Background: an optimization exercise with open tools, aiming at small area, a short achievable clock period and few clock cycles. Do not read the settings as production practice.
Where RTL was checked, it was by simulation tests only, not by an equivalence proof against the original.
The RTL of run 3 was laid out without a check of its function.
Power and IR drop assume default switching activity.

**design/flow/config.mk**
```make
export PLATFORM = sky130hd
export DESIGN_NAME = pot_oversample_ema_hysteresis_top
export DESIGN_NICKNAME = pot_oversample_ema_hysteresis_top
export VERILOG_FILES = /design/flow/design.v
export SDC_FILE = /design/flow/constraint.sdc
export NUM_CORES = 4
export LEC_CHECK = 0
export CAP_MARGIN = 20
export CORE_MARGIN = 2
export CORE_UTILIZATION = 65
export SLEW_MARGIN = 20
```
**design/flow/constraint.sdc**
```tcl
create_clock -name core_clock -period 20.0 [get_ports {clk}]
set_input_delay 4.0000 -clock core_clock [delete_from_list [all_inputs] [get_ports {clk}]]
set_output_delay 4.0000 -clock core_clock [all_outputs]
set_load 0.01 [all_outputs]
```
**design/flow/design.v**
```verilog
`timescale 1ns / 1ps
package pot_ema_pkg;
    localparam int CHANNELS            = 8;
    localparam int SAMPLES_PER_AVERAGE = 16;
    localparam int CH_W     = 3;
    localparam int SAMPLE_W = 12;
    localparam int SUM_W    = 16;
    localparam int CNT_W    = 4;
    localparam int AVG_W    = 24;
    localparam int FRAC_W   = 8;
    localparam int LEVEL_W  = 16;
    localparam int WEIGHT_W = 8;
    localparam int THRESH_W = 16;
    localparam int CFG_W    = 16;
    localparam int CFG_IDX_W = 1;
    localparam logic [CNT_W-1:0] BLOCK_END = CNT_W'(SAMPLES_PER_AVERAGE % 16);
    localparam logic [WEIGHT_W-1:0] WEIGHT_RESET = 8'd26;
    localparam logic [THRESH_W-1:0] THRESH_RESET = 16'd328;
    localparam logic [CFG_IDX_W-1:0] REG_WEIGHT    = 1'b0;
    localparam logic [CFG_IDX_W-1:0] REG_THRESHOLD = 1'b1;
    typedef struct packed {
        logic [CH_W-1:0]     channel;
        logic [SAMPLE_W-1:0] sample;
    } in_t;
    typedef struct packed {
        logic [CH_W-1:0]    report_channel;
        logic [LEVEL_W-1:0] smoothed_level;
    } out_t;
    typedef struct packed {
        logic [WEIGHT_W-1:0] smoothing_weight;
        logic [THRESH_W-1:0] report_threshold;
    } cfg_t;
endpackage
`timescale 1ns / 1ps
module pot_ema_cfg (
    input  logic                            clk,
    input  logic                            rst_n,
    input  logic                            cfg_write,
    input  logic [pot_ema_pkg::CFG_IDX_W-1:0] cfg_index,
    input  logic [pot_ema_pkg::CFG_W-1:0]   cfg_data,
    output pot_ema_pkg::cfg_t               cfg
);
    pot_ema_pkg::cfg_t cfg_reg;
    always_ff @(posedge clk or negedge rst_n)
    begin
        if (!rst_n)
        begin
            cfg_reg.smoothing_weight <= pot_ema_pkg::WEIGHT_RESET;
            cfg_reg.report_threshold <= pot_ema_pkg::THRESH_RESET;
        end
        else if (cfg_write)
        begin
            unique case (cfg_index)
                pot_ema_pkg::REG_WEIGHT:
                    cfg_reg.smoothing_weight <= cfg_data[pot_ema_pkg::WEIGHT_W-1:0];
                pot_ema_pkg::REG_THRESHOLD:
                    cfg_reg.report_threshold <= cfg_data[pot_ema_pkg::THRESH_W-1:0];
                default:
                begin
                end
            endcase
        end
    end
    assign cfg = cfg_reg;
endmodule
`timescale 1ns / 1ps
module pot_ema_core (
    input  logic                     clk,
    input  logic                     rst_n,
    input  logic                     in_valid,
    output logic                     in_ready,
    input  pot_ema_pkg::in_t         in_req,
    input  pot_ema_pkg::cfg_t        cfg,
    input  logic                     hold,         
    output logic                     push,         
    output logic [2:0]               push_ch,
    input  logic [2:0]               rd_ch,        
    output logic [15:0]              rd_level
);
    localparam int NP = 8;
    logic [15:0] r_s [NP];
    logic [3:0]  r_n [NP];
    logic [23:0] r_a [NP];
    logic [15:0] r_l [NP];
    logic [NP-1:0] r_z;
    logic [NP-1:0] r_f;
    logic [2:0]  base;
    logic        done1, done2, done3;
    logic        rv;
    logic [2:0]  rch;
    logic [11:0] rx;
    logic        rdy_r;
    logic        cons;
    logic        acc;
    logic        rv_n;
    logic [2:0]  base_n;
    logic        cons_n;
    logic        rv_h;
    logic        cons_a, cons_h;
    logic        rdy_a, rdy_h;
    assign acc    = in_valid && rdy_r;
    assign base_n = base + 3'd1;
    assign rv_h   = rv && !cons;
    assign cons_a = (in_req.channel == base_n);
    assign cons_h = rv_h && (rch == base_n);
    assign rdy_a  = !hold && cons_a;
    assign rdy_h  = !hold && (!rv_h || cons_h);
    assign rv_n   = acc || rv_h;
    assign cons_n = acc ? cons_a : cons_h;
    always_ff @(posedge clk or negedge rst_n)
    begin
        if (!rst_n)
        begin
            rv    <= 1'b0;
            rdy_r <= 1'b0;
            cons  <= 1'b0;
            base  <= '0;
        end
        else
        begin
            rv    <= rv_n;
            rdy_r <= acc ? rdy_a : rdy_h;
            cons  <= cons_n;
            base  <= base_n;
        end
    end
    always_ff @(posedge clk)
    begin
        if (acc)
        begin
            rch <= in_req.channel;
            rx  <= in_req.sample;
        end
    end
    assign in_ready = rdy_r;
    logic [15:0] s0, sum0;
    logic [3:0]  n0, cnt0;
    logic [23:0] a0;
    logic        dn0;
    logic [16:0] dh0;
    always_comb
    begin
        s0   = r_z[0] ? 16'd0 : r_s[0];
        n0   = r_z[0] ? 4'd0  : r_n[0];
        a0   = r_z[0] ? 24'd0 : r_a[0];
        sum0 = s0 + 16'(rx);
        cnt0 = n0 + 4'd1;
        dn0  = cons && (n0 == 4'd15);
        dh0  = {1'b0, s0} + 17'(rx) + {1'b1, ~a0[23:8]} + 17'(a0[7:0] == 8'd0);
    end
    logic [7:0]  dl1, w1, nw1;
    logic [24:0] d1;
    logic [23:0] x1, y1;
    logic        c1;
    assign dl1 = 8'd0 - r_a[1][7:0];
    assign d1  = {r_n[1][0], r_s[1], dl1};
    assign w1  = cfg.smoothing_weight;
    assign nw1 = 8'd0 - w1;
    pot_ema_mac u_mac (
        .d  (d1),
        .w  (w1),
        .nw (nw1),
        .a  (r_a[1]),
        .x  (x1),
        .y  (y1),
        .c8 (c1)
    );
    logic [3:0]  e2;      
    logic        c2;
    logic [23:0] a2;
    assign a2 = r_a[2] + {e2, r_n[2], r_s[2]} + 24'(c2);
    logic [15:0] lvl3, l3;
    logic [17:0] up3, dn3;
    logic        rep3;
    always_comb
    begin
        lvl3 = r_a[3][23:8];
        l3   = r_l[3];
        up3  = {2'b00, lvl3} + {2'b11, ~l3} + {2'b11, ~cfg.report_threshold} + 18'd1;
        dn3  = {2'b00, l3} + {2'b11, ~lvl3} + {2'b11, ~cfg.report_threshold} + 18'd1;
        rep3 = done3 && (r_f[3] || !up3[17] || !dn3[17]);
    end
    assign push    = rep3;
    assign push_ch = base - 3'd3;
    always_ff @(posedge clk)
    begin
        r_s[1] <= dn0 ? dh0[15:0] : (cons ? sum0 : s0);
        r_n[1] <= dn0 ? {3'd0, dh0[16]} : (cons ? cnt0 : n0);
        r_a[1] <= a0;
        r_l[1] <= r_l[0];
        r_s[2] <= done1 ? y1[15:0]  : r_s[1];
        r_n[2] <= done1 ? y1[19:16] : r_n[1];
        r_a[2] <= done1 ? x1        : r_a[1];
        r_l[2] <= r_l[1];
        e2     <= y1[23:20];
        c2     <= c1;
        r_s[3] <= done2 ? 16'd0 : r_s[2];
        r_n[3] <= done2 ? 4'd0  : r_n[2];
        r_a[3] <= done2 ? a2    : r_a[2];
        r_l[3] <= r_l[2];
        r_s[4] <= r_s[3];
        r_n[4] <= r_n[3];
        r_a[4] <= r_a[3];
        r_l[4] <= rep3 ? lvl3 : r_l[3];
        for (int i = 5; i < NP; i++)
        begin
            r_s[i] <= r_s[i-1];
            r_n[i] <= r_n[i-1];
            r_a[i] <= r_a[i-1];
            r_l[i] <= r_l[i-1];
        end
        r_s[0] <= r_s[NP-1];
        r_n[0] <= r_n[NP-1];
        r_a[0] <= r_a[NP-1];
        r_l[0] <= r_l[NP-1];
    end
    always_ff @(posedge clk or negedge rst_n)
    begin
        if (!rst_n)
        begin
            r_z   <= '1;
            r_f   <= '1;
            done1 <= 1'b0;
            done2 <= 1'b0;
            done3 <= 1'b0;
        end
        else
        begin
            r_z   <= {r_z[NP-2:1], r_z[0] && !cons, r_z[NP-1]};
            r_f   <= {r_f[NP-2:4], r_f[3] && !rep3, r_f[2:0], r_f[NP-1]};
            done1 <= dn0;
            done2 <= done1;
            done3 <= done2;
        end
    end
    logic [2:0] rd_pos;
    assign rd_pos   = base - rd_ch;
    assign rd_level = r_l[rd_pos];
endmodule
module pot_ema_mac (
    input  logic [24:0] d,
    input  logic [7:0]  w,
    input  logic [7:0]  nw,
    input  logic [23:0] a,
    output logic [23:0] x,
    output logic [23:0] y,
    output logic        c8
);
    logic t1, t2, t3, t4, t5, t6, t7, t8, t9, t10, t11, t12, t13, t14, t15, t16, t17, t18, t19, t20, t21, t22, t23, t24, t25, t26, t27, t28, t29, t30, t31, t32, t33, t34, t35, t36, t37, t38, t39, t40, t41, t42, t43, t44, t45, t46, t47, t48, t49, t50, t51, t52, t53, t54, t55, t56, t57, t58, t59, t60, t61, t62, t63, t64, t65, t66, t67, t68, t69, t70, t71, t72, t73, t74, t75, t76, t77, t78, t79, t80, t81, t82, t83, t84, t85, t86, t87, t88, t89, t90, t91, t92, t93, t94, t95, t96, t97, t98, t99, t100, t101, t102, t103, t104, t105, t106, t107, t108, t109, t110, t111, t112, t113, t114, t115, t116, t117, t118, t119, t120, t121, t122, t123, t124, t125, t126, t127, t128, t129, t130, t131, t132, t133, t134, t135, t136, t137, t138, t139, t140, t141, t142, t143, t144, t145, t146, t147, t148, t149, t150, t151, t152, t153, t154, t155, t156, t157, t158, t159, t160, t161, t162, t163, t164, t165, t166, t167, t168, t169, t170, t171, t172, t173, t174, t175, t176, t177, t178, t179, t180, t181, t182, t183, t184, t185, t186, t187, t188, t189, t190, t191, t192, t193, t194, t195, t196, t197, t198, t199, t200, t201, t202, t203, t204, t205, t206, t207, t208, t209, t210, t211, t212, t213, t214, t215, t216, t217, t218, t219, t220, t221, t222, t223, t224, t225, t226, t227, t228, t229, t230, t231, t232, t233, t234, t235, t236, t237, t238, t239, t240, t241, t242, t243, t244, t245, t246, t247, t248, t249, t250, t251, t252, t253, t254, t255, t256, t257, t258, t259, t260, t261, t262, t263, t264, t265, t266, t267, t268, t269, t270, t271, t272, t273, t274, t275, t276, t277, t278, t279, t280, t281, t282, t283, t284, t285, t286, t287, t288, t289, t290, t291, t292, t293, t294, t295, t296, t297, t298, t299, t300, t301, t302, t303, t304, t305, t306, t307, t308, t309, t310, t311, t312, t313, t314, t315, t316, t317, t318, t319, t320, t321, t322, t323, t324, t325, t326, t327, t328, t329, t330, t331, t332, t333, t334, t335, t336;
    logic [31:0] xs, ys;
    logic [8:0]  lo;
    assign t1 = (d[6] & w[0]) ^ (d[5] & w[1]);
    assign t2 = (d[6] & w[0]) & (d[5] & w[1]);
    assign t3 = (d[7] & w[0]) ^ (d[6] & w[1]) ^ (d[5] & w[2]);
    assign t4 = ((d[7] & w[0]) & (d[6] & w[1])) | ((d[7] & w[0]) & (d[5] & w[2])) | ((d[6] & w[1]) & (d[5] & w[2]));
    assign t5 = (d[4] & w[3]) ^ (d[3] & w[4]) ^ (d[2] & w[5]);
    assign t6 = ((d[4] & w[3]) & (d[3] & w[4])) | ((d[4] & w[3]) & (d[2] & w[5])) | ((d[3] & w[4]) & (d[2] & w[5]));
    assign t7 = (d[8] & w[0]) ^ (d[7] & w[1]) ^ (d[6] & w[2]);
    assign t8 = ((d[8] & w[0]) & (d[7] & w[1])) | ((d[8] & w[0]) & (d[6] & w[2])) | ((d[7] & w[1]) & (d[6] & w[2]));
    assign t9 = (d[5] & w[3]) ^ (d[4] & w[4]) ^ (d[3] & w[5]);
    assign t10 = ((d[5] & w[3]) & (d[4] & w[4])) | ((d[5] & w[3]) & (d[3] & w[5])) | ((d[4] & w[4]) & (d[3] & w[5]));
    assign t11 = (d[2] & w[6]) ^ (d[1] & w[7]);
    assign t12 = (d[2] & w[6]) & (d[1] & w[7]);
    assign t13 = (d[9] & w[0]) ^ (d[8] & w[1]) ^ (d[7] & w[2]);
    assign t14 = ((d[9] & w[0]) & (d[8] & w[1])) | ((d[9] & w[0]) & (d[7] & w[2])) | ((d[8] & w[1]) & (d[7] & w[2]));
    assign t15 = (d[6] & w[3]) ^ (d[5] & w[4]) ^ (d[4] & w[5]);
    assign t16 = ((d[6] & w[3]) & (d[5] & w[4])) | ((d[6] & w[3]) & (d[4] & w[5])) | ((d[5] & w[4]) & (d[4] & w[5]));
    assign t17 = (d[3] & w[6]) ^ (d[2] & w[7]) ^ a[1];
    assign t18 = ((d[3] & w[6]) & (d[2] & w[7])) | ((d[3] & w[6]) & a[1]) | ((d[2] & w[7]) & a[1]);
    assign t19 = (d[10] & w[0]) ^ (d[9] & w[1]) ^ (d[8] & w[2]);
    assign t20 = ((d[10] & w[0]) & (d[9] & w[1])) | ((d[10] & w[0]) & (d[8] & w[2])) | ((d[9] & w[1]) & (d[8] & w[2]));
    assign t21 = (d[7] & w[3]) ^ (d[6] & w[4]) ^ (d[5] & w[5]);
    assign t22 = ((d[7] & w[3]) & (d[6] & w[4])) | ((d[7] & w[3]) & (d[5] & w[5])) | ((d[6] & w[4]) & (d[5] & w[5]));
    assign t23 = (d[4] & w[6]) ^ (d[3] & w[7]) ^ a[2];
    assign t24 = ((d[4] & w[6]) & (d[3] & w[7])) | ((d[4] & w[6]) & a[2]) | ((d[3] & w[7]) & a[2]);
    assign t25 = (d[11] & w[0]) ^ (d[10] & w[1]) ^ (d[9] & w[2]);
    assign t26 = ((d[11] & w[0]) & (d[10] & w[1])) | ((d[11] & w[0]) & (d[9] & w[2])) | ((d[10] & w[1]) & (d[9] & w[2]));
    assign t27 = (d[8] & w[3]) ^ (d[7] & w[4]) ^ (d[6] & w[5]);
    assign t28 = ((d[8] & w[3]) & (d[7] & w[4])) | ((d[8] & w[3]) & (d[6] & w[5])) | ((d[7] & w[4]) & (d[6] & w[5]));
    assign t29 = (d[5] & w[6]) ^ (d[4] & w[7]) ^ a[3];
    assign t30 = ((d[5] & w[6]) & (d[4] & w[7])) | ((d[5] & w[6]) & a[3]) | ((d[4] & w[7]) & a[3]);
    assign t31 = (d[12] & w[0]) ^ (d[11] & w[1]) ^ (d[10] & w[2]);
    assign t32 = ((d[12] & w[0]) & (d[11] & w[1])) | ((d[12] & w[0]) & (d[10] & w[2])) | ((d[11] & w[1]) & (d[10] & w[2]));
    assign t33 = (d[9] & w[3]) ^ (d[8] & w[4]) ^ (d[7] & w[5]);
    assign t34 = ((d[9] & w[3]) & (d[8] & w[4])) | ((d[9] & w[3]) & (d[7] & w[5])) | ((d[8] & w[4]) & (d[7] & w[5]));
    assign t35 = (d[6] & w[6]) ^ (d[5] & w[7]) ^ a[4];
    assign t36 = ((d[6] & w[6]) & (d[5] & w[7])) | ((d[6] & w[6]) & a[4]) | ((d[5] & w[7]) & a[4]);
    assign t37 = (d[13] & w[0]) ^ (d[12] & w[1]) ^ (d[11] & w[2]);
    assign t38 = ((d[13] & w[0]) & (d[12] & w[1])) | ((d[13] & w[0]) & (d[11] & w[2])) | ((d[12] & w[1]) & (d[11] & w[2]));
    assign t39 = (d[10] & w[3]) ^ (d[9] & w[4]) ^ (d[8] & w[5]);
    assign t40 = ((d[10] & w[3]) & (d[9] & w[4])) | ((d[10] & w[3]) & (d[8] & w[5])) | ((d[9] & w[4]) & (d[8] & w[5]));
    assign t41 = (d[7] & w[6]) ^ (d[6] & w[7]) ^ a[5];
    assign t42 = ((d[7] & w[6]) & (d[6] & w[7])) | ((d[7] & w[6]) & a[5]) | ((d[6] & w[7]) & a[5]);
    assign t43 = (d[14] & w[0]) ^ (d[13] & w[1]) ^ (d[12] & w[2]);
    assign t44 = ((d[14] & w[0]) & (d[13] & w[1])) | ((d[14] & w[0]) & (d[12] & w[2])) | ((d[13] & w[1]) & (d[12] & w[2]));
    assign t45 = (d[11] & w[3]) ^ (d[10] & w[4]) ^ (d[9] & w[5]);
    assign t46 = ((d[11] & w[3]) & (d[10] & w[4])) | ((d[11] & w[3]) & (d[9] & w[5])) | ((d[10] & w[4]) & (d[9] & w[5]));
    assign t47 = (d[8] & w[6]) ^ (d[7] & w[7]) ^ a[6];
    assign t48 = ((d[8] & w[6]) & (d[7] & w[7])) | ((d[8] & w[6]) & a[6]) | ((d[7] & w[7]) & a[6]);
    assign t49 = (d[15] & w[0]) ^ (d[14] & w[1]) ^ (d[13] & w[2]);
    assign t50 = ((d[15] & w[0]) & (d[14] & w[1])) | ((d[15] & w[0]) & (d[13] & w[2])) | ((d[14] & w[1]) & (d[13] & w[2]));
    assign t51 = (d[12] & w[3]) ^ (d[11] & w[4]) ^ (d[10] & w[5]);
    assign t52 = ((d[12] & w[3]) & (d[11] & w[4])) | ((d[12] & w[3]) & (d[10] & w[5])) | ((d[11] & w[4]) & (d[10] & w[5]));
    assign t53 = (d[9] & w[6]) ^ (d[8] & w[7]) ^ a[7];
    assign t54 = ((d[9] & w[6]) & (d[8] & w[7])) | ((d[9] & w[6]) & a[7]) | ((d[8] & w[7]) & a[7]);
    assign t55 = (d[16] & w[0]) ^ (d[15] & w[1]) ^ (d[14] & w[2]);
    assign t56 = ((d[16] & w[0]) & (d[15] & w[1])) | ((d[16] & w[0]) & (d[14] & w[2])) | ((d[15] & w[1]) & (d[14] & w[2]));
    assign t57 = (d[13] & w[3]) ^ (d[12] & w[4]) ^ (d[11] & w[5]);
    assign t58 = ((d[13] & w[3]) & (d[12] & w[4])) | ((d[13] & w[3]) & (d[11] & w[5])) | ((d[12] & w[4]) & (d[11] & w[5]));
    assign t59 = (d[10] & w[6]) ^ (d[9] & w[7]) ^ a[8];
    assign t60 = ((d[10] & w[6]) & (d[9] & w[7])) | ((d[10] & w[6]) & a[8]) | ((d[9] & w[7]) & a[8]);
    assign t61 = (d[17] & w[0]) ^ (d[16] & w[1]) ^ (d[15] & w[2]);
    assign t62 = ((d[17] & w[0]) & (d[16] & w[1])) | ((d[17] & w[0]) & (d[15] & w[2])) | ((d[16] & w[1]) & (d[15] & w[2]));
    assign t63 = (d[14] & w[3]) ^ (d[13] & w[4]) ^ (d[12] & w[5]);
    assign t64 = ((d[14] & w[3]) & (d[13] & w[4])) | ((d[14] & w[3]) & (d[12] & w[5])) | ((d[13] & w[4]) & (d[12] & w[5]));
    assign t65 = (d[11] & w[6]) ^ (d[10] & w[7]) ^ a[9];
    assign t66 = ((d[11] & w[6]) & (d[10] & w[7])) | ((d[11] & w[6]) & a[9]) | ((d[10] & w[7]) & a[9]);
    assign t67 = (d[18] & w[0]) ^ (d[17] & w[1]) ^ (d[16] & w[2]);
    assign t68 = ((d[18] & w[0]) & (d[17] & w[1])) | ((d[18] & w[0]) & (d[16] & w[2])) | ((d[17] & w[1]) & (d[16] & w[2]));
    assign t69 = (d[15] & w[3]) ^ (d[14] & w[4]) ^ (d[13] & w[5]);
    assign t70 = ((d[15] & w[3]) & (d[14] & w[4])) | ((d[15] & w[3]) & (d[13] & w[5])) | ((d[14] & w[4]) & (d[13] & w[5]));
    assign t71 = (d[12] & w[6]) ^ (d[11] & w[7]) ^ a[10];
    assign t72 = ((d[12] & w[6]) & (d[11] & w[7])) | ((d[12] & w[6]) & a[10]) | ((d[11] & w[7]) & a[10]);
    assign t73 = (d[19] & w[0]) ^ (d[18] & w[1]) ^ (d[17] & w[2]);
    assign t74 = ((d[19] & w[0]) & (d[18] & w[1])) | ((d[19] & w[0]) & (d[17] & w[2])) | ((d[18] & w[1]) & (d[17] & w[2]));
    assign t75 = (d[16] & w[3]) ^ (d[15] & w[4]) ^ (d[14] & w[5]);
    assign t76 = ((d[16] & w[3]) & (d[15] & w[4])) | ((d[16] & w[3]) & (d[14] & w[5])) | ((d[15] & w[4]) & (d[14] & w[5]));
    assign t77 = (d[13] & w[6]) ^ (d[12] & w[7]) ^ a[11];
    assign t78 = ((d[13] & w[6]) & (d[12] & w[7])) | ((d[13] & w[6]) & a[11]) | ((d[12] & w[7]) & a[11]);
    assign t79 = (d[20] & w[0]) ^ (d[19] & w[1]) ^ (d[18] & w[2]);
    assign t80 = ((d[20] & w[0]) & (d[19] & w[1])) | ((d[20] & w[0]) & (d[18] & w[2])) | ((d[19] & w[1]) & (d[18] & w[2]));
    assign t81 = (d[17] & w[3]) ^ (d[16] & w[4]) ^ (d[15] & w[5]);
    assign t82 = ((d[17] & w[3]) & (d[16] & w[4])) | ((d[17] & w[3]) & (d[15] & w[5])) | ((d[16] & w[4]) & (d[15] & w[5]));
    assign t83 = (d[14] & w[6]) ^ (d[13] & w[7]) ^ a[12];
    assign t84 = ((d[14] & w[6]) & (d[13] & w[7])) | ((d[14] & w[6]) & a[12]) | ((d[13] & w[7]) & a[12]);
    assign t85 = (d[21] & w[0]) ^ (d[20] & w[1]) ^ (d[19] & w[2]);
    assign t86 = ((d[21] & w[0]) & (d[20] & w[1])) | ((d[21] & w[0]) & (d[19] & w[2])) | ((d[20] & w[1]) & (d[19] & w[2]));
    assign t87 = (d[18] & w[3]) ^ (d[17] & w[4]) ^ (d[16] & w[5]);
    assign t88 = ((d[18] & w[3]) & (d[17] & w[4])) | ((d[18] & w[3]) & (d[16] & w[5])) | ((d[17] & w[4]) & (d[16] & w[5]));
    assign t89 = (d[15] & w[6]) ^ (d[14] & w[7]) ^ a[13];
    assign t90 = ((d[15] & w[6]) & (d[14] & w[7])) | ((d[15] & w[6]) & a[13]) | ((d[14] & w[7]) & a[13]);
    assign t91 = (d[22] & w[0]) ^ (d[21] & w[1]) ^ (d[20] & w[2]);
    assign t92 = ((d[22] & w[0]) & (d[21] & w[1])) | ((d[22] & w[0]) & (d[20] & w[2])) | ((d[21] & w[1]) & (d[20] & w[2]));
    assign t93 = (d[19] & w[3]) ^ (d[18] & w[4]) ^ (d[17] & w[5]);
    assign t94 = ((d[19] & w[3]) & (d[18] & w[4])) | ((d[19] & w[3]) & (d[17] & w[5])) | ((d[18] & w[4]) & (d[17] & w[5]));
    assign t95 = (d[16] & w[6]) ^ (d[15] & w[7]) ^ a[14];
    assign t96 = ((d[16] & w[6]) & (d[15] & w[7])) | ((d[16] & w[6]) & a[14]) | ((d[15] & w[7]) & a[14]);
    assign t97 = (d[23] & w[0]) ^ (d[22] & w[1]) ^ (d[21] & w[2]);
    assign t98 = ((d[23] & w[0]) & (d[22] & w[1])) | ((d[23] & w[0]) & (d[21] & w[2])) | ((d[22] & w[1]) & (d[21] & w[2]));
    assign t99 = (d[20] & w[3]) ^ (d[19] & w[4]) ^ (d[18] & w[5]);
    assign t100 = ((d[20] & w[3]) & (d[19] & w[4])) | ((d[20] & w[3]) & (d[18] & w[5])) | ((d[19] & w[4]) & (d[18] & w[5]));
    assign t101 = (d[17] & w[6]) ^ (d[16] & w[7]) ^ a[15];
    assign t102 = ((d[17] & w[6]) & (d[16] & w[7])) | ((d[17] & w[6]) & a[15]) | ((d[16] & w[7]) & a[15]);
    assign t103 = (d[23] & w[1]) ^ (d[22] & w[2]) ^ (d[21] & w[3]);
    assign t104 = ((d[23] & w[1]) & (d[22] & w[2])) | ((d[23] & w[1]) & (d[21] & w[3])) | ((d[22] & w[2]) & (d[21] & w[3]));
    assign t105 = (d[20] & w[4]) ^ (d[19] & w[5]) ^ (d[18] & w[6]);
    assign t106 = ((d[20] & w[4]) & (d[19] & w[5])) | ((d[20] & w[4]) & (d[18] & w[6])) | ((d[19] & w[5]) & (d[18] & w[6]));
    assign t107 = (d[17] & w[7]) ^ (d[24] & nw[0]) ^ a[16];
    assign t108 = ((d[17] & w[7]) & (d[24] & nw[0])) | ((d[17] & w[7]) & a[16]) | ((d[24] & nw[0]) & a[16]);
    assign t109 = (d[23] & w[2]) ^ (d[22] & w[3]) ^ (d[21] & w[4]);
    assign t110 = ((d[23] & w[2]) & (d[22] & w[3])) | ((d[23] & w[2]) & (d[21] & w[4])) | ((d[22] & w[3]) & (d[21] & w[4]));
    assign t111 = (d[20] & w[5]) ^ (d[19] & w[6]) ^ (d[18] & w[7]);
    assign t112 = ((d[20] & w[5]) & (d[19] & w[6])) | ((d[20] & w[5]) & (d[18] & w[7])) | ((d[19] & w[6]) & (d[18] & w[7]));
    assign t113 = (d[24] & nw[1]) ^ a[17];
    assign t114 = (d[24] & nw[1]) & a[17];
    assign t115 = (d[23] & w[3]) ^ (d[22] & w[4]) ^ (d[21] & w[5]);
    assign t116 = ((d[23] & w[3]) & (d[22] & w[4])) | ((d[23] & w[3]) & (d[21] & w[5])) | ((d[22] & w[4]) & (d[21] & w[5]));
    assign t117 = (d[20] & w[6]) ^ (d[19] & w[7]) ^ (d[24] & nw[2]);
    assign t118 = ((d[20] & w[6]) & (d[19] & w[7])) | ((d[20] & w[6]) & (d[24] & nw[2])) | ((d[19] & w[7]) & (d[24] & nw[2]));
    assign t119 = (d[23] & w[4]) ^ (d[22] & w[5]) ^ (d[21] & w[6]);
    assign t120 = ((d[23] & w[4]) & (d[22] & w[5])) | ((d[23] & w[4]) & (d[21] & w[6])) | ((d[22] & w[5]) & (d[21] & w[6]));
    assign t121 = (d[4] & w[0]) ^ (d[3] & w[1]);
    assign t122 = (d[4] & w[0]) & (d[3] & w[1]);
    assign t123 = (d[5] & w[0]) ^ (d[4] & w[1]) ^ (d[3] & w[2]);
    assign t124 = ((d[5] & w[0]) & (d[4] & w[1])) | ((d[5] & w[0]) & (d[3] & w[2])) | ((d[4] & w[1]) & (d[3] & w[2]));
    assign t125 = (d[2] & w[3]) ^ (d[1] & w[4]);
    assign t126 = (d[2] & w[3]) & (d[1] & w[4]);
    assign t127 = t1 ^ (d[4] & w[2]) ^ (d[3] & w[3]);
    assign t128 = (t1 & (d[4] & w[2])) | (t1 & (d[3] & w[3])) | ((d[4] & w[2]) & (d[3] & w[3]));
    assign t129 = (d[2] & w[4]) ^ (d[1] & w[5]) ^ (d[0] & w[6]);
    assign t130 = ((d[2] & w[4]) & (d[1] & w[5])) | ((d[2] & w[4]) & (d[0] & w[6])) | ((d[1] & w[5]) & (d[0] & w[6]));
    assign t131 = t2 ^ t3 ^ t5;
    assign t132 = (t2 & t3) | (t2 & t5) | (t3 & t5);
    assign t133 = (d[1] & w[6]) ^ (d[0] & w[7]) ^ 1'b1;
    assign t134 = ((d[1] & w[6]) & (d[0] & w[7])) | ((d[1] & w[6]) & 1'b1) | ((d[0] & w[7]) & 1'b1);
    assign t135 = t4 ^ t6 ^ t7;
    assign t136 = (t4 & t6) | (t4 & t7) | (t6 & t7);
    assign t137 = t9 ^ t11 ^ a[0];
    assign t138 = (t9 & t11) | (t9 & a[0]) | (t11 & a[0]);
    assign t139 = t8 ^ t10 ^ t12;
    assign t140 = (t8 & t10) | (t8 & t12) | (t10 & t12);
    assign t141 = t13 ^ t15 ^ t17;
    assign t142 = (t13 & t15) | (t13 & t17) | (t15 & t17);
    assign t143 = t14 ^ t16 ^ t18;
    assign t144 = (t14 & t16) | (t14 & t18) | (t16 & t18);
    assign t145 = t19 ^ t21 ^ t23;
    assign t146 = (t19 & t21) | (t19 & t23) | (t21 & t23);
    assign t147 = t20 ^ t22 ^ t24;
    assign t148 = (t20 & t22) | (t20 & t24) | (t22 & t24);
    assign t149 = t25 ^ t27 ^ t29;
    assign t150 = (t25 & t27) | (t25 & t29) | (t27 & t29);
    assign t151 = t26 ^ t28 ^ t30;
    assign t152 = (t26 & t28) | (t26 & t30) | (t28 & t30);
    assign t153 = t31 ^ t33 ^ t35;
    assign t154 = (t31 & t33) | (t31 & t35) | (t33 & t35);
    assign t155 = t32 ^ t34 ^ t36;
    assign t156 = (t32 & t34) | (t32 & t36) | (t34 & t36);
    assign t157 = t37 ^ t39 ^ t41;
    assign t158 = (t37 & t39) | (t37 & t41) | (t39 & t41);
    assign t159 = t38 ^ t40 ^ t42;
    assign t160 = (t38 & t40) | (t38 & t42) | (t40 & t42);
    assign t161 = t43 ^ t45 ^ t47;
    assign t162 = (t43 & t45) | (t43 & t47) | (t45 & t47);
    assign t163 = t44 ^ t46 ^ t48;
    assign t164 = (t44 & t46) | (t44 & t48) | (t46 & t48);
    assign t165 = t49 ^ t51 ^ t53;
    assign t166 = (t49 & t51) | (t49 & t53) | (t51 & t53);
    assign t167 = t50 ^ t52 ^ t54;
    assign t168 = (t50 & t52) | (t50 & t54) | (t52 & t54);
    assign t169 = t55 ^ t57 ^ t59;
    assign t170 = (t55 & t57) | (t55 & t59) | (t57 & t59);
    assign t171 = t56 ^ t58 ^ t60;
    assign t172 = (t56 & t58) | (t56 & t60) | (t58 & t60);
    assign t173 = t61 ^ t63 ^ t65;
    assign t174 = (t61 & t63) | (t61 & t65) | (t63 & t65);
    assign t175 = t62 ^ t64 ^ t66;
    assign t176 = (t62 & t64) | (t62 & t66) | (t64 & t66);
    assign t177 = t67 ^ t69 ^ t71;
    assign t178 = (t67 & t69) | (t67 & t71) | (t69 & t71);
    assign t179 = t68 ^ t70 ^ t72;
    assign t180 = (t68 & t70) | (t68 & t72) | (t70 & t72);
    assign t181 = t73 ^ t75 ^ t77;
    assign t182 = (t73 & t75) | (t73 & t77) | (t75 & t77);
    assign t183 = t74 ^ t76 ^ t78;
    assign t184 = (t74 & t76) | (t74 & t78) | (t76 & t78);
    assign t185 = t79 ^ t81 ^ t83;
    assign t186 = (t79 & t81) | (t79 & t83) | (t81 & t83);
    assign t187 = t80 ^ t82 ^ t84;
    assign t188 = (t80 & t82) | (t80 & t84) | (t82 & t84);
    assign t189 = t85 ^ t87 ^ t89;
    assign t190 = (t85 & t87) | (t85 & t89) | (t87 & t89);
    assign t191 = t86 ^ t88 ^ t90;
    assign t192 = (t86 & t88) | (t86 & t90) | (t88 & t90);
    assign t193 = t91 ^ t93 ^ t95;
    assign t194 = (t91 & t93) | (t91 & t95) | (t93 & t95);
    assign t195 = t92 ^ t94 ^ t96;
    assign t196 = (t92 & t94) | (t92 & t96) | (t94 & t96);
    assign t197 = t97 ^ t99 ^ t101;
    assign t198 = (t97 & t99) | (t97 & t101) | (t99 & t101);
    assign t199 = t98 ^ t100 ^ t102;
    assign t200 = (t98 & t100) | (t98 & t102) | (t100 & t102);
    assign t201 = t103 ^ t105 ^ t107;
    assign t202 = (t103 & t105) | (t103 & t107) | (t105 & t107);
    assign t203 = t104 ^ t106 ^ t108;
    assign t204 = (t104 & t106) | (t104 & t108) | (t106 & t108);
    assign t205 = t109 ^ t111 ^ t113;
    assign t206 = (t109 & t111) | (t109 & t113) | (t111 & t113);
    assign t207 = t110 ^ t112 ^ t114;
    assign t208 = (t110 & t112) | (t110 & t114) | (t112 & t114);
    assign t209 = t115 ^ t117 ^ a[18];
    assign t210 = (t115 & t117) | (t115 & a[18]) | (t117 & a[18]);
    assign t211 = t116 ^ t118 ^ t119;
    assign t212 = (t116 & t118) | (t116 & t119) | (t118 & t119);
    assign t213 = (d[20] & w[7]) ^ (d[24] & nw[3]) ^ a[19];
    assign t214 = ((d[20] & w[7]) & (d[24] & nw[3])) | ((d[20] & w[7]) & a[19]) | ((d[24] & nw[3]) & a[19]);
    assign t215 = t120 ^ (d[23] & w[5]) ^ (d[22] & w[6]);
    assign t216 = (t120 & (d[23] & w[5])) | (t120 & (d[22] & w[6])) | ((d[23] & w[5]) & (d[22] & w[6]));
    assign t217 = (d[21] & w[7]) ^ (d[24] & nw[4]) ^ a[20];
    assign t218 = ((d[21] & w[7]) & (d[24] & nw[4])) | ((d[21] & w[7]) & a[20]) | ((d[24] & nw[4]) & a[20]);
    assign t219 = (d[23] & w[6]) ^ (d[22] & w[7]) ^ (d[24] & nw[5]);
    assign t220 = ((d[23] & w[6]) & (d[22] & w[7])) | ((d[23] & w[6]) & (d[24] & nw[5])) | ((d[22] & w[7]) & (d[24] & nw[5]));
    assign t221 = (d[3] & w[0]) ^ (d[2] & w[1]);
    assign t222 = (d[3] & w[0]) & (d[2] & w[1]);
    assign t223 = t121 ^ (d[2] & w[2]) ^ (d[1] & w[3]);
    assign t224 = (t121 & (d[2] & w[2])) | (t121 & (d[1] & w[3])) | ((d[2] & w[2]) & (d[1] & w[3]));
    assign t225 = t122 ^ t123 ^ t125;
    assign t226 = (t122 & t123) | (t122 & t125) | (t123 & t125);
    assign t227 = t124 ^ t126 ^ t127;
    assign t228 = (t124 & t126) | (t124 & t127) | (t126 & t127);
    assign t229 = t128 ^ t130 ^ t131;
    assign t230 = (t128 & t130) | (t128 & t131) | (t130 & t131);
    assign t231 = t132 ^ t134 ^ t135;
    assign t232 = (t132 & t134) | (t132 & t135) | (t134 & t135);
    assign t233 = t136 ^ t138 ^ t139;
    assign t234 = (t136 & t138) | (t136 & t139) | (t138 & t139);
    assign t235 = t140 ^ t142 ^ t143;
    assign t236 = (t140 & t142) | (t140 & t143) | (t142 & t143);
    assign t237 = t144 ^ t146 ^ t147;
    assign t238 = (t144 & t146) | (t144 & t147) | (t146 & t147);
    assign t239 = t148 ^ t150 ^ t151;
    assign t240 = (t148 & t150) | (t148 & t151) | (t150 & t151);
    assign t241 = t152 ^ t154 ^ t155;
    assign t242 = (t152 & t154) | (t152 & t155) | (t154 & t155);
    assign t243 = t156 ^ t158 ^ t159;
    assign t244 = (t156 & t158) | (t156 & t159) | (t158 & t159);
    assign t245 = t160 ^ t162 ^ t163;
    assign t246 = (t160 & t162) | (t160 & t163) | (t162 & t163);
    assign t247 = t164 ^ t166 ^ t167;
    assign t248 = (t164 & t166) | (t164 & t167) | (t166 & t167);
    assign t249 = t168 ^ t170 ^ t171;
    assign t250 = (t168 & t170) | (t168 & t171) | (t170 & t171);
    assign t251 = t172 ^ t174 ^ t175;
    assign t252 = (t172 & t174) | (t172 & t175) | (t174 & t175);
    assign t253 = t176 ^ t178 ^ t179;
    assign t254 = (t176 & t178) | (t176 & t179) | (t178 & t179);
    assign t255 = t180 ^ t182 ^ t183;
    assign t256 = (t180 & t182) | (t180 & t183) | (t182 & t183);
    assign t257 = t184 ^ t186 ^ t187;
    assign t258 = (t184 & t186) | (t184 & t187) | (t186 & t187);
    assign t259 = t188 ^ t190 ^ t191;
    assign t260 = (t188 & t190) | (t188 & t191) | (t190 & t191);
    assign t261 = t192 ^ t194 ^ t195;
    assign t262 = (t192 & t194) | (t192 & t195) | (t194 & t195);
    assign t263 = t196 ^ t198 ^ t199;
    assign t264 = (t196 & t198) | (t196 & t199) | (t198 & t199);
    assign t265 = t200 ^ t202 ^ t203;
    assign t266 = (t200 & t202) | (t200 & t203) | (t202 & t203);
    assign t267 = t204 ^ t206 ^ t207;
    assign t268 = (t204 & t206) | (t204 & t207) | (t206 & t207);
    assign t269 = t208 ^ t210 ^ t211;
    assign t270 = (t208 & t210) | (t208 & t211) | (t210 & t211);
    assign t271 = t212 ^ t214 ^ t215;
    assign t272 = (t212 & t214) | (t212 & t215) | (t214 & t215);
    assign t273 = t216 ^ t218 ^ t219;
    assign t274 = (t216 & t218) | (t216 & t219) | (t218 & t219);
    assign t275 = t220 ^ (d[23] & w[7]) ^ (d[24] & nw[6]);
    assign t276 = (t220 & (d[23] & w[7])) | (t220 & (d[24] & nw[6])) | ((d[23] & w[7]) & (d[24] & nw[6]));
    assign t277 = (d[2] & w[0]) ^ (d[1] & w[1]);
    assign t278 = (d[2] & w[0]) & (d[1] & w[1]);
    assign t279 = t221 ^ (d[1] & w[2]) ^ (d[0] & w[3]);
    assign t280 = (t221 & (d[1] & w[2])) | (t221 & (d[0] & w[3])) | ((d[1] & w[2]) & (d[0] & w[3]));
    assign t281 = t222 ^ t223 ^ (d[0] & w[4]);
    assign t282 = (t222 & t223) | (t222 & (d[0] & w[4])) | (t223 & (d[0] & w[4]));
    assign t283 = t224 ^ t225 ^ (d[0] & w[5]);
    assign t284 = (t224 & t225) | (t224 & (d[0] & w[5])) | (t225 & (d[0] & w[5]));
    assign t285 = t226 ^ t227 ^ t129;
    assign t286 = (t226 & t227) | (t226 & t129) | (t227 & t129);
    assign t287 = t228 ^ t229 ^ t133;
    assign t288 = (t228 & t229) | (t228 & t133) | (t229 & t133);
    assign t289 = t230 ^ t231 ^ t137;
    assign t290 = (t230 & t231) | (t230 & t137) | (t231 & t137);
    assign t291 = t232 ^ t233 ^ t141;
    assign t292 = (t232 & t233) | (t232 & t141) | (t233 & t141);
    assign t293 = t234 ^ t235 ^ t145;
    assign t294 = (t234 & t235) | (t234 & t145) | (t235 & t145);
    assign t295 = t236 ^ t237 ^ t149;
    assign t296 = (t236 & t237) | (t236 & t149) | (t237 & t149);
    assign t297 = t238 ^ t239 ^ t153;
    assign t298 = (t238 & t239) | (t238 & t153) | (t239 & t153);
    assign t299 = t240 ^ t241 ^ t157;
    assign t300 = (t240 & t241) | (t240 & t157) | (t241 & t157);
    assign t301 = t242 ^ t243 ^ t161;
    assign t302 = (t242 & t243) | (t242 & t161) | (t243 & t161);
    assign t303 = t244 ^ t245 ^ t165;
    assign t304 = (t244 & t245) | (t244 & t165) | (t245 & t165);
    assign t305 = t246 ^ t247 ^ t169;
    assign t306 = (t246 & t247) | (t246 & t169) | (t247 & t169);
    assign t307 = t248 ^ t249 ^ t173;
    assign t308 = (t248 & t249) | (t248 & t173) | (t249 & t173);
    assign t309 = t250 ^ t251 ^ t177;
    assign t310 = (t250 & t251) | (t250 & t177) | (t251 & t177);
    assign t311 = t252 ^ t253 ^ t181;
    assign t312 = (t252 & t253) | (t252 & t181) | (t253 & t181);
    assign t313 = t254 ^ t255 ^ t185;
    assign t314 = (t254 & t255) | (t254 & t185) | (t255 & t185);
    assign t315 = t256 ^ t257 ^ t189;
    assign t316 = (t256 & t257) | (t256 & t189) | (t257 & t189);
    assign t317 = t258 ^ t259 ^ t193;
    assign t318 = (t258 & t259) | (t258 & t193) | (t259 & t193);
    assign t319 = t260 ^ t261 ^ t197;
    assign t320 = (t260 & t261) | (t260 & t197) | (t261 & t197);
    assign t321 = t262 ^ t263 ^ t201;
    assign t322 = (t262 & t263) | (t262 & t201) | (t263 & t201);
    assign t323 = t264 ^ t265 ^ t205;
    assign t324 = (t264 & t265) | (t264 & t205) | (t265 & t205);
    assign t325 = t266 ^ t267 ^ t209;
    assign t326 = (t266 & t267) | (t266 & t209) | (t267 & t209);
    assign t327 = t268 ^ t269 ^ t213;
    assign t328 = (t268 & t269) | (t268 & t213) | (t269 & t213);
    assign t329 = t270 ^ t271 ^ t217;
    assign t330 = (t270 & t271) | (t270 & t217) | (t271 & t217);
    assign t331 = t272 ^ t273 ^ a[21];
    assign t332 = (t272 & t273) | (t272 & a[21]) | (t273 & a[21]);
    assign t333 = t274 ^ t275 ^ a[22];
    assign t334 = (t274 & t275) | (t274 & a[22]) | (t275 & a[22]);
    assign t335 = t276 ^ (d[24] & nw[7]) ^ a[23];
    assign t336 = (t276 & (d[24] & nw[7])) | (t276 & a[23]) | ((d[24] & nw[7]) & a[23]);
    assign xs = {t334, t332, t330, t328, t326, t324, t322, t320, t318, t316, t314, t312, t310, t308, t306, t304, t302, t300, t298, t296, t294, t292, t290, t288, t286, t284, t282, t280, t278, t277, (d[1] & w[0]), (d[0] & w[0])};
    assign ys = {t335, t333, t331, t329, t327, t325, t323, t321, t319, t317, t315, t313, t311, t309, t307, t305, t303, t301, t299, t297, t295, t293, t291, t289, t287, t285, t283, t281, t279, (d[0] & w[2]), (d[0] & w[1]), 1'b0};
    assign lo = {1'b0, xs[7:0]} + {1'b0, ys[7:0]};
    assign c8 = lo[8];
    assign x  = xs[31:8];
    assign y  = ys[31:8];
endmodule
`timescale 1ns / 1ps
module pot_ema_out (
    input  logic               clk,
    input  logic               rst_n,
    input  logic               push,
    input  logic [2:0]         push_ch,
    output logic [2:0]         rd_ch,
    input  logic [15:0]        rd_level,
    output logic               hold,
    output logic               out_valid,
    input  logic               out_ready,
    output pot_ema_pkg::out_t  out_req
);
    logic [2:0] q_ch [8];
    logic [2:0] wp, rp;
    logic [3:0] cnt;
    logic [5:0] age;
    logic       valid_reg;
    logic       pop;
    pot_ema_pkg::out_t data_reg;
    logic       ne, free;
    logic [3:0] cnt_pop, cnt_hold;
    assign ne       = (cnt != 4'd0);
    assign free     = !valid_reg || out_ready;
    assign pop      = ne && free;
    assign cnt_hold = cnt + 4'(push);
    assign cnt_pop  = cnt_hold - 4'd1;
    assign rd_ch    = q_ch[rp];
    assign hold     = age[5];
    always_ff @(posedge clk or negedge rst_n)
    begin
        if (!rst_n)
        begin
            wp        <= '0;
            rp        <= '0;
            cnt       <= '0;
            age       <= '0;
            valid_reg <= 1'b0;
        end
        else
        begin
            if (push)
                wp <= wp + 3'd1;
            if (pop)
                rp <= rp + 3'd1;
            cnt <= pop ? cnt_pop : cnt_hold;
            if (!ne)
                age <= '0;
            else if (!age[5])
                age <= age + 6'd1;
            if (free)
                valid_reg <= ne;
        end
    end
    always_ff @(posedge clk)
    begin
        if (push)
            q_ch[wp] <= push_ch;
        if (pop)
        begin
            data_reg.report_channel <= rd_ch;
            data_reg.smoothed_level <= rd_level;
        end
    end
    assign out_valid = valid_reg;
    assign out_req   = data_reg;
endmodule
`timescale 1ns / 1ps
module pot_oversample_ema_hysteresis_top (
    input  logic                              clk,
    input  logic                              rst_n,
    input  logic                              in_valid,
    output logic                              in_ready,
    input  logic [14:0]                       in_req,
    output logic                              out_valid,
    input  logic                              out_ready,
    output logic [18:0]                       out_req,
    input  logic                              cfg_write,
    input  logic [pot_ema_pkg::CFG_IDX_W-1:0] cfg_index,
    input  logic [pot_ema_pkg::CFG_W-1:0]     cfg_data
);
    pot_ema_pkg::cfg_t cfg;
    pot_ema_pkg::in_t  in_req_s;
    pot_ema_pkg::out_t out_req_s;
    assign in_req_s = in_req;
    assign out_req  = out_req_s;
    logic        hold;
    logic        push;
    logic [2:0]  push_ch;
    logic [2:0]  rd_ch;
    logic [15:0] rd_level;
    pot_ema_cfg u_cfg (
        .clk       (clk),
        .rst_n     (rst_n),
        .cfg_write (cfg_write),
        .cfg_index (cfg_index),
        .cfg_data  (cfg_data),
        .cfg       (cfg)
    );
    pot_ema_core u_core (
        .clk       (clk),
        .rst_n     (rst_n),
        .in_valid  (in_valid),
        .in_ready  (in_ready),
        .in_req    (in_req_s),
        .cfg       (cfg),
        .hold      (hold),
        .push      (push),
        .push_ch   (push_ch),
        .rd_ch     (rd_ch),
        .rd_level  (rd_level)
    );
    pot_ema_out u_out (
        .clk       (clk),
        .rst_n     (rst_n),
        .push      (push),
        .push_ch   (push_ch),
        .rd_ch     (rd_ch),
        .rd_level  (rd_level),
        .hold      (hold),
        .out_valid (out_valid),
        .out_ready (out_ready),
        .out_req   (out_req_s)
    );
endmodule
```
**design/flow/run.sh**
```bash
#!/bin/bash
# synth_recipe.tcl (not shown) runs the flow's synth.tcl, then flattens the netlist and writes it again
# the make line also repeats each setting of config.mk as NAME=value (left out here)
make -C /OpenROAD-flow-scripts/flow DESIGN_CONFIG=/design/flow/config.mk WORK_HOME=/design/flow/orfs CLKGATE_MAP_FILE= SYNTH_SCRIPT=/design/flow/synth_recipe.tcl finish
```
==> results of run 1 <==
layout by cell type (no fill, tap or decap), types with 55 or more instances in the layout:
| cell type | Yosys | routed |
|---|---|---|
| a21oi_1 | 88 | 87 |
| and2_1 | 93 | 93 |
| clkbuf_16 | 0 | 60 |
| clkdlybuf4s50_1 | 0 | 56 |
| dfxtp_1 | 485 | 485 |
| edfxtp_1 | 58 | 58 |
| fa_1 | 206 | 206 |
| ha_1 | 111 | 111 |
| inv_1 | 298 | 298 |
| mux2_2 | 80 | 80 |
| nand2_1 | 218 | 218 |
| nor2_1 | 62 | 62 |
| nor2b_1 | 55 | 55 |
| o21ai_0 | 81 | 81 |
| xnor2_1 | 57 | 57 |
metal layers:
metal,track usage,vias up,part of all wire
met5,0,-,0
met4,0.0844,0,0.026
met3,0.0407,100,0.057
met2,0.449,472,0.47
met1,0.383,7845,0.45
li1,-,7447,-
through the flow:
step                utilization  instance area (sq um)  hold WS, ns
global route              0.741                  29600        0.322
CTS                       0.741                  29600        0.314
global placement          0.688                  27500        0.309
floorplan                     -                  26500        0.310
detailed placement        0.688                  27500        0.312
finish                    0.741                  29600        0.309
final cells by class:
type | count | area share
Timing Repair Buffer | 71 | 0.0227
Multi-Input combinational cell | 1297 | 0.403
Inverter | 302 | 0.0383
Tap cell | 525 | 0.0222
Sequential cell | 609 | 0.443
Clock inverter | 27 | 0.0113
Clock buffer | 84 | 0.0594
power by group through the flow:
stage | registers (uW) | clock network, uW | logic (uW)
after floorplan | 1440 | 0 | 721
after global placement | 1510 | 0 | 865
after detailed placement | 1520 | 0 | 895
after CTS | 1490 | 1170 | 909
after global routing | 1510 | 1220 | 1040
final | 1490 | 1150 | 910
how the worst min path moves through the flow:
stage | endpoint | cells after the start | startpoint | slack [ns]
final | u_core.r_a[6][12] | 0 | u_core.r_a[5][12] | 0.31
after global placement | u_core.r_s[7][12] | 0 | u_core.r_s[6][12] | 0.31
after floorplan | u_core.r_a[0][0] | 0 | u_core.r_a[7][0] | 0.31
after global routing | u_core.r_s[5][14] | 0 | u_core.r_s[4][14] | 0.32
after CTS | u_core.r_a[6][12] | 0 | u_core.r_a[5][12] | 0.31
after detailed placement | u_core.r_a[0][12] | 0 | u_core.r_a[7][12] | 0.31
cell families (layout without fill, tap and decap cells):
group | count (synthesis) | in the layout
flops | 609 | 609
simple gates | 511 | 511
buf+inv | 385 | 484
fa+ha+maj | 317 | 317
compound gates | 273 | 273
mux | 116 | 116
xor+xnor | 80 | 80
==> results.cfg, run 1 <==
[run_status]
run_status = no timing/DRC/antenna violations

[floorplan]
die_w_um = 206
num_io_pins = 58
num_rows = 73
dieArea_sq_um = 42400
initial_core_util = 0.663
fp.dieH_um = 206
core_area_sq_um = 40000

[synth]
synth_ff_type = dfxtp_1
muxShareOfSynthArea = 0.0603
synth_top_area_share = 0.366
synth.yosys.seq_area_share = 0.495
avgSynthCellArea_sq_um = 11.6
synthTopCellsByCount = dfxtp_1 (485), inv_1 (298), nand2_1 (218), fa_1 (206), ha_1 (111)
synth_adder_area_share = 0.208
synth.distinct_cells = 61
syn-num-nets = 2645
synth_top_family_by_area = adder cells
synthArstFlopShare = 0.108
synth-seq-cells = 609
ys_top_cells_by_area = dfxtp_1 (37%), fa_1 (16%), edfxtp_1 (6.6%), ha_1 (5.2%), inv_1 (4.2%)
yosysWarnings = 11
synth-xor-area-share = 0.0270
synthSimpleGateAreaFrac = 0.0929
synth_edf_count = 58
synth_compound_area_frac = 0.0613
synth_area_sq_um = 26500
synth_most_common_cell = dfxtp_1
syn_inst = 2291
synth_area_leader_cell = dfxtp_1

[worst_setup_path]
start_kind = flop
endpoint = out_valid
r2r-start = u_core.r_z[0]
crit_fanout = 3
crit_path_start = u_out.valid_reg
endpoint_kind = primary output
reg2reg_depth = 15
slowest_delay_ns = 0.57
cp_cell_sequence = clkdlybuf4s50_1
crit_family = buffers and inverters
crit_cells = 1
cp_num_buf_inv = 1
regToRegSetupSlack_ns = 15.19
crit_required_ns = 16.00
reg2reg_to = u_core.r_s[1][11]
cp.arrival_ns = 1.59
worst_path_max_delay_cell = clkdlybuf4s50_1
critical_path_class = reg2out

[clocking]
clkSinkCount = 609
cts_hold_repair.buffers = 0
clock_path_buffers = 3
cts_buffers = 59
clk_latency_ns = 0.63
post_cts_buffers = 0
clk_pin_slew_worst_paths_ns = 0.06
postCtsResizedCells = 0
cts_tree = yes
root_buffer = clkbuf_16
htree_levels = 2

[timing]
fin_ws_ns = 14.41
tightest_slew_ns = 1.01
finClkSkew_ns = 0.0201
max_freq_mhz = 179
tns_ns = 0
grt_setup_unrepaired = no
setup_viol = 0
slew_headroom = 0.325
slew_violations = 0
period_share = 0.279
fin_crit_ns = 5.59
hold_viol = 0

[power]
power.share.combinational = 0.256
p_total_uw = 3560
switching_share = 0.310
p_int_uw = 2460
netSwitchingPower_uw = 1100
clkPwrFrac = 0.324
leakagePower_uw = 0.0127
max-vdd-ir-drop_mv = 0.0856
p_seq_frac = 0.420
power_density_nw_per_um2 = 120

[global_routing]
grt_remaining_overflow = 0
grt_usage = 0.275
grt_max_degree = 67
antenna_found_initial = 0
grt_pass1_wl_um = 89000
grt_pass1_vias = 16600

[final_layout]
diodes = 0
nFillCells = 2792
final_layout_size_suffix_gt1_frac = 0.108
top_register = u_core.r_a
nNetsFinal = 2694
largest_reg_flops = 192
finalNonFillerCells = 2915
multiInputGateArea_sq_um = 11900
regArea_sq_um = 13100
top_regs = u_core.r_a (192), u_core.r_l (128), u_core.r_s (128)
areaGrowthSynthToFinish_pct = 11.8

[place]
placed_cells = 2804
numPortBuffers = 57
dpl_worst_slack_ns = 14.15
place.gp.congestion = 0.896
hpwl_um = 38500

[route]
ant_nets = 0
detail_route.wl_per_cell_um = 19.0
dr.pass1.iters = 5
drc_errors = 0
drtIter0Drc = 954
drt-vias-per-instance = 5.44
vias = 15900
routed_wl_um = 55300

[flow_run]
drv_cap = 0

[hold_path]
hold_path_class = reg2reg
Testbench counts, summed over its fixed seeds: cycles 32,848.
==> inputs of run 2 (changes only) <==
==> design/flow/flow/run.sh (new file) <==
#!/bin/bash
set -euo pipefail
bash standard.sh finish "BUFFER_PORTS_ARGS=-buffer_cell sky130_fd_sc_hd__buf_2" \
  "CTS_ARGS=-sink_clustering_enable -repair_clock_nets -sink_clustering_size 30 -sink_clustering_max_diameter 100 -distance_between_buffers 400 -branching_point_buffers_distance 400" \
  > standard_flow.log 2>&1
==> design/flow/standard.sh (new file) <==
#!/bin/bash
# synth_recipe.tcl (not shown) runs the flow's synth.tcl, then flattens the netlist and writes it again
# the make line also repeats each setting of config.mk as NAME=value (left out here)
make -C /OpenROAD-flow-scripts/flow DESIGN_CONFIG=/design/flow/config.mk WORK_HOME=/design/flow/orfs CLKGATE_MAP_FILE= SYNTH_SCRIPT=/design/flow/synth_recipe.tcl "${@:-finish}"
--- a/design/flow/config.mk
+++ b/design/flow/config.mk
@@ -8,4 +8,6 @@
 export CAP_MARGIN = 20
 export CORE_MARGIN = 2
 export CORE_UTILIZATION = 65
+export CTS_CLUSTER_DIAMETER = 100
+export CTS_CLUSTER_SIZE = 30
 export SLEW_MARGIN = 20
removed: design/flow/run.sh
==> results.cfg, run 2 <==
[clocking]
clkSinkCount = 609
cts_hold_repair.buffers = 0
clock_path_buffers = 3
cts_tree = yes
htree_levels = 1
clk_pin_slew_worst_paths_ns = 0.11
cts_buffers = 24
postCtsResizedCells = 0
post_cts_buffers = 0
clk_latency_ns = 0.59
root_buffer = clkbuf_16

[synth]
synth_top_area_share = 0.366
muxShareOfSynthArea = 0.0603
synthTopCellsByCount = dfxtp_1 (485), inv_1 (298), nand2_1 (218), fa_1 (206), ha_1 (111)
synth_adder_area_share = 0.208
synth_top_family_by_area = adder cells
synthArstFlopShare = 0.108
synth-xor-area-share = 0.0270
synth_area_leader_cell = dfxtp_1
avgSynthCellArea_sq_um = 11.6
synth_most_common_cell = dfxtp_1
syn-num-nets = 2645
syn_inst = 2291
synth.distinct_cells = 61
synth_area_sq_um = 26500
ys_top_cells_by_area = dfxtp_1 (37%), fa_1 (16%), edfxtp_1 (6.6%), ha_1 (5.2%), inv_1 (4.2%)
synthSimpleGateAreaFrac = 0.0929
synth_compound_area_frac = 0.0613
synth_edf_count = 58
synth_ff_type = dfxtp_1
synth.yosys.seq_area_share = 0.495
yosysWarnings = 11
synth-seq-cells = 609

[worst_setup_path]
cp.arrival_ns = 1.18
worst_path_max_delay_cell = dfrtp_1
start_kind = flop
slowest_delay_ns = 0.43
critical_path_class = reg2out
endpoint_kind = primary output
crit_family = flip-flops
cp_cell_sequence = buf_2
crit_required_ns = 16.00
cp_num_buf_inv = 1
crit_fanout = 3

[global_routing]
grt_pass1_wl_um = 87300
grt_pass1_vias = 16400
antenna_found_initial = 1
grt_remaining_overflow = 0
grt_usage = 0.268
grt_max_degree = 67

[timing]
slew_violations = 0
tightest_slew_ns = 0.983
grt_setup_unrepaired = no
fin_crit_ns = 5.18
period_share = 0.259
fin_ws_ns = 14.82
slew_headroom = 0.345
hold_viol = 0
setup_viol = 0
tns_ns = 0
finClkSkew_ns = 0.0141
max_freq_mhz = 193

[power]
p_total_uw = 2980
leakagePower_uw = 0.0120
netSwitchingPower_uw = 976
power_density_nw_per_um2 = 107
clkPwrFrac = 0.202
switching_share = 0.327
p_seq_frac = 0.499
max-vdd-ir-drop_mv = 0.0763
p_int_uw = 2010
power.share.combinational = 0.299

[final_layout]
nNetsFinal = 2660
layout_common_cells = dfxtp_1 (485), inv_1 (298), nand2_1 (218)
layout_commonest_cell = dfxtp_1
top_register = u_core.r_a
diodes = 0
largest_reg_flops = 192
final_layout_size_suffix_gt1_frac = 0.103
utilization = 0.699
areaGrowthSynthToFinish_pct = 5.46
finalNonFillerCells = 2845
top_regs = u_core.r_a (192), u_core.r_l (128), u_core.r_s (128)

[floorplan]
die_w_um = 206
num_rows = 73
initial_core_util = 0.663
dieArea_sq_um = 42400
core_area_sq_um = 40000
fp.dieH_um = 206
num_io_pins = 58

[run_status]
run_status = no timing/DRC/antenna violations

[route]
met3WireLength_um = 2980
met1_length_um = 24400
highest_layer = met5
route.met2.wl_um = 24900
ant_nets = 0
routed_wl_um = 53800
detail_route.wl_per_cell_um = 18.9
dr.pass1.iters = 7
vias = 15500
drtIter0Drc = 820
drt-vias-per-instance = 5.46
drc_errors = 0

[place]
place.gp.congestion = 0.875
placed_cells = 2805
numPortBuffers = 57
hpwl_um = 38800
dpl_worst_slack_ns = 14.56

[hold_path]
hold_path_class = reg2reg

[flow_run]
drv_cap = 0
## run 2: cell counts after synthesis
No cell type changed its count.
## run 2: final timing paths
path,cells past startpoint,slack [ns],from,to
setup / recovery,1,14.82,u_out.valid_reg,out_valid
hold reg to reg,0,0.33,u_core.r_s[6][13],u_core.r_s[7][13]
hold / removal,0,0.33,u_core.r_s[6][13],u_core.r_s[7][13]
min in group asynchronous,1,3.52,rst_n,u_core.done1
max in group asynchronous,1,15.75,rst_n,u_cfg.cfg_reg[23]
setup reg to reg,15,15.25,u_core.r_z[0],u_core.r_s[1][11]
## run 2: power groups by stage
stage	Clock, uW	Sequential [uW]	Combinational [uW]
CTS	619	1490	895
detailed placement	0	1520	886
global placement	0	1520	854
floorplan	0	1440	721
finish	602	1490	890
global route	657	1510	1030
## run 2: cells by family (layout without fill, tap and decap cells)
logic type                 count (synthesis)  after routing
buffers and inverters                    385            414
adders and majority gates                317            317
xor gates and xnor gates                  80             80
DFF                                      609            609
AOI/OAI and AO/OA                        273            273
and+or+nand+nor                          511            511
muxes                                    116            116
## run 2: metal layers
metal	track usage	vias up
li1	-	7343
met1	0.373	7705
met2	0.436	389
met3	0.0427	105
met4	0.0809	2
met5	0	-
## run 2: metrics by stage
step	hold slack (ns)	cell area, sq um
after floorplan	0.310	26500
after global placement	0.310	27300
after detailed placement	0.312	27300
after CTS	0.331	28000
after global routing	0.335	28000
final	0.326	28000
## run 2: cell type report
class / instances / area [sq um]
Clock inverter: 3 / 30.0
Multi-Input combinational cell: 1297 / 11900
Inverter: 302 / 1130
Clock buffer: 37 / 671
Timing Repair Buffer: 72 / 400
Fill cell: 2967 / 12000
Tap cell: 525 / 657
Sequential cell: 609 / 13100
==> inputs of run 3 (changes only) <==
--- a/design/flow/design.v
+++ b/design/flow/design.v
@@ -143,8 +143,8 @@
         s0   = r_z[0] ? 16'd0 : r_s[0];
         n0   = r_z[0] ? 4'd0  : r_n[0];
         a0   = r_z[0] ? 24'd0 : r_a[0];
-        sum0 = s0 + 16'(rx);
-        cnt0 = n0 + 4'd1;
+        sum0 = s0 + 16'(rx & {12{cons}});
+        cnt0 = n0 + 4'(cons);
         dn0  = cons && (n0 == 4'd15);
         dh0  = {1'b0, s0} + 17'(rx) + {1'b1, ~a0[23:8]} + 17'(a0[7:0] == 8'd0);
     end
@@ -154,7 +154,7 @@
     logic        c1;
     assign dl1 = 8'd0 - r_a[1][7:0];
     assign d1  = {r_n[1][0], r_s[1], dl1};
-    assign w1  = cfg.smoothing_weight;
+    assign w1  = cfg.smoothing_weight & {8{done1}};
     assign nw1 = 8'd0 - w1;
     pot_ema_mac u_mac (
         .d  (d1),
@@ -168,7 +168,7 @@
     logic [3:0]  e2;      
     logic        c2;
     logic [23:0] a2;
-    assign a2 = r_a[2] + {e2, r_n[2], r_s[2]} + 24'(c2);
+    assign a2 = r_a[2] + ({e2, r_n[2], r_s[2]} & {24{done2}}) + 24'(c2);
     logic [15:0] lvl3, l3;
     logic [17:0] up3, dn3;
     logic        rep3;
@@ -184,19 +184,19 @@
     assign push_ch = base - 3'd3;
     always_ff @(posedge clk)
     begin
-        r_s[1] <= dn0 ? dh0[15:0] : (cons ? sum0 : s0);
-        r_n[1] <= dn0 ? {3'd0, dh0[16]} : (cons ? cnt0 : n0);
+        r_s[1] <= dn0 ? dh0[15:0] : sum0;
+        r_n[1] <= dn0 ? {3'd0, dh0[16]} : cnt0;
         r_a[1] <= a0;
         r_l[1] <= r_l[0];
-        r_s[2] <= done1 ? y1[15:0]  : r_s[1];
-        r_n[2] <= done1 ? y1[19:16] : r_n[1];
-        r_a[2] <= done1 ? x1        : r_a[1];
+        r_s[2] <= done1 ? x1[15:0]  : r_s[1];
+        r_n[2] <= done1 ? x1[19:16] : r_n[1];
+        r_a[2] <= y1;
         r_l[2] <= r_l[1];
-        e2     <= y1[23:20];
+        e2     <= x1[23:20];
         c2     <= c1;
         r_s[3] <= done2 ? 16'd0 : r_s[2];
         r_n[3] <= done2 ? 4'd0  : r_n[2];
-        r_a[3] <= done2 ? a2    : r_a[2];
+        r_a[3] <= a2;
         r_l[3] <= r_l[2];
         r_s[4] <= r_s[3];
         r_n[4] <= r_n[3];
==> design/flow/flow/run.sh (replaced) <==
#!/bin/bash
set -euo pipefail
bash standard.sh finish "BUFFER_PORTS_ARGS=-buffer_cell sky130_fd_sc_hd__buf_2" > standard_flow.log 2>&1
==> results.cfg, run 3 <==
[clocking]
root_buffer = clkbuf_16
postCtsResizedCells = 0
post_cts_buffers = 0
htree_levels = 1
cts_buffers = 24
cts_hold_repair.buffers = 0
cts_tree = yes
clk_pin_slew_worst_paths_ns = 0.11
clk_latency_ns = 0.61
clock_path_buffers = 3
clkSinkCount = 609

[power]
power.share.combinational = 0.166
p_total_uw = 2470
switching_share = 0.280
netSwitchingPower_uw = 692
p_seq_frac = 0.594
leakagePower_uw = 0.0124
clkPwrFrac = 0.240
max-vdd-ir-drop_mv = 0.102
p_int_uw = 1780
power_density_nw_per_um2 = 88.6

[place]
placed_cells = 2781
hpwl_um = 40900
place.gp.congestion = 0.917
numPortBuffers = 57
dpl_worst_slack_ns = 14.45

[synth]
synth_edf_count = 58
synth_top_area_share = 0.367
synth_ff_type = dfxtp_1
synth.distinct_cells = 79
syn-num-nets = 2609
ys_top_cells_by_area = dfxtp_1 (37%), fa_1 (16%), edfxtp_1 (6.6%), ha_1 (5.3%), inv_1 (4.3%)
syn_inst = 2254
synthArstFlopShare = 0.108
synth-seq-cells = 609
synth.yosys.seq_area_share = 0.497
avgSynthCellArea_sq_um = 11.7
synth_area_sq_um = 26400
yosysWarnings = 11
synth_most_common_cell = dfxtp_1
synthTopCellsByCount = dfxtp_1 (485), inv_1 (303), fa_1 (206), nand2_1 (185), ha_1 (112)
synth_area_leader_cell = dfxtp_1

[floorplan]
core_area_sq_um = 39900
initial_core_util = 0.662
num_io_pins = 58
dieArea_sq_um = 42300
die_w_um = 206
num_rows = 73
fp.dieH_um = 206

[final_layout]
final_layout_size_suffix_gt1_frac = 0.0905
nFillCells = 2921
layout_common_cells = dfxtp_1 (485), inv_1 (303), fa_1 (206)
layout_commonest_cell = dfxtp_1
top_regs = u_core.r_a (192), u_core.r_l (128), u_core.r_s (128)
areaGrowthSynthToFinish_pct = 5.57
finalNonFillerCells = 2825
nNetsFinal = 2638
multiInputGateArea_sq_um = 11900
largest_reg_flops = 192
regArea_sq_um = 13100
top_register = u_core.r_a

[timing]
grt_setup_unrepaired = no
tns_ns = 0
hold_viol = 0
slew_headroom = 0.268
fin_crit_ns = 5.21
period_share = 0.261
max_freq_mhz = 192
tightest_slew_ns = 1.09
setup_viol = 0
fin_ws_ns = 14.79
finClkSkew_ns = 0.0382
whs_ns = 0.327
slew_violations = 0

[worst_setup_path]
worst_path_max_delay_cell = dfrtp_1
cp_num_buf_inv = 1
cp.arrival_ns = 1.21
endpoint_kind = primary output
critical_path_class = reg2out
crit_family = flip-flops
crit_fanout = 3
slowest_delay_ns = 0.45
crit_required_ns = 16.00
cp_cell_sequence = buf_2
start_kind = flop

[route]
dr.pass1.iters = 5
routed_wl_um = 55400
drc_errors = 0
drtIter0Drc = 978
ant_nets = 0
vias = 15600
detail_route.wl_per_cell_um = 19.6
drt-vias-per-instance = 5.53

[run_status]
run_status = no timing/DRC/antenna violations

[global_routing]
antenna_found_initial = 0
grt_pass1_vias = 16400
grt_max_degree = 65
grt_remaining_overflow = 0
grt_pass1_wl_um = 87900
grt_usage = 0.272

[flow_run]
drv_cap = 0

[hold_path]
hold_path_class = reg2reg
==> run 3: cell families (layout without fill, tap and decap cells) <==
group | Yosys count | after routing | share of synthesized area
adders and majority gates | 318 | 318 | 0.209
buffers and inverters | 375 | 420 | 0.0553
muxes | 100 | 100 | 0.0530
DFF | 609 | 609 | 0.497
other | 0 | 1 | 0
xor gates and xnor gates | 81 | 81 | 0.0271
and+or+nand+nor | 556 | 556 | 0.104
AOI/OAI and AO/OA | 215 | 215 | 0.0544
==> run 3: metal layers <==
metal	routed length [um]	share of wire	global-route usage	vias to the layer above
li1	-	-	-	7324
met1	24000	0.43	0.370	7756
met3	3900	0.070	0.0570	76
met2	26200	0.47	0.448	456
met4	1340	0.024	0.0722	0
met5	0	0	0	-
==> run 3: path summary, 6_finish.rpt <==
| check | from | endpoint | slack (ns) | cells past startpoint |
|---|---|---|---|---|
| worst max-delay path | u_out.valid_reg | out_valid | 14.79 | 1 |
| worst min-delay path | u_core.r_s[6][12] | u_core.r_s[7][12] | 0.33 | 0 |
| worst max register to register | u_core.done1 | u_core.r_a[2][19] | 14.82 | 12 |
| worst min register to register | u_core.r_s[6][12] | u_core.r_s[7][12] | 0.33 | 0 |
| max in group asynchronous | rst_n | u_cfg.cfg_reg[5] | 15.74 | 2 |
| min in group asynchronous | rst_n | u_core.done1 | 3.20 | 1 |
==> run 3: power by group through the flow <==
stage | combinational [uW] | sequential (uW) | clock, uW
global route | 462 | 1480 | 649
CTS | 410 | 1470 | 607
detailed placement | 406 | 1490 | 0
finish | 410 | 1470 | 593
global placement | 392 | 1490 | 0
floorplan | 334 | 1430 | 0
==> run 3: through the flow <==
stage | area (sq um) | util
after floorplan | 26400 | -
after global routing | 27900 | 0.699
after CTS | 27900 | 0.699
final | 27900 | 0.699
after detailed placement | 27200 | 0.681
after global placement | 27200 | 0.681
==> run 3: final cells by class <==
| type | instances | area share |
|---|---|---|
| sequential | 609 | 0.471 |
| multi-input combinational | 1270 | 0.425 |
| inverter | 306 | 0.0412 |
| clock buffer | 39 | 0.0235 |
| tap | 525 | 0.0235 |
| timing repair buffer | 72 | 0.0146 |
| clock inverter | 3 | 0.00148 |
| antenna | 1 | 0.0000897 |

Re-timed with assumed drivers on the ports (clkbuf_16 on the clock, buf_2 on other inputs), run 3 has 14.729 ns of setup slack against 14.788 ns with ideal ports, and 14.481 ns once port delays also move by the mid clock arrival of 0.644 ns.
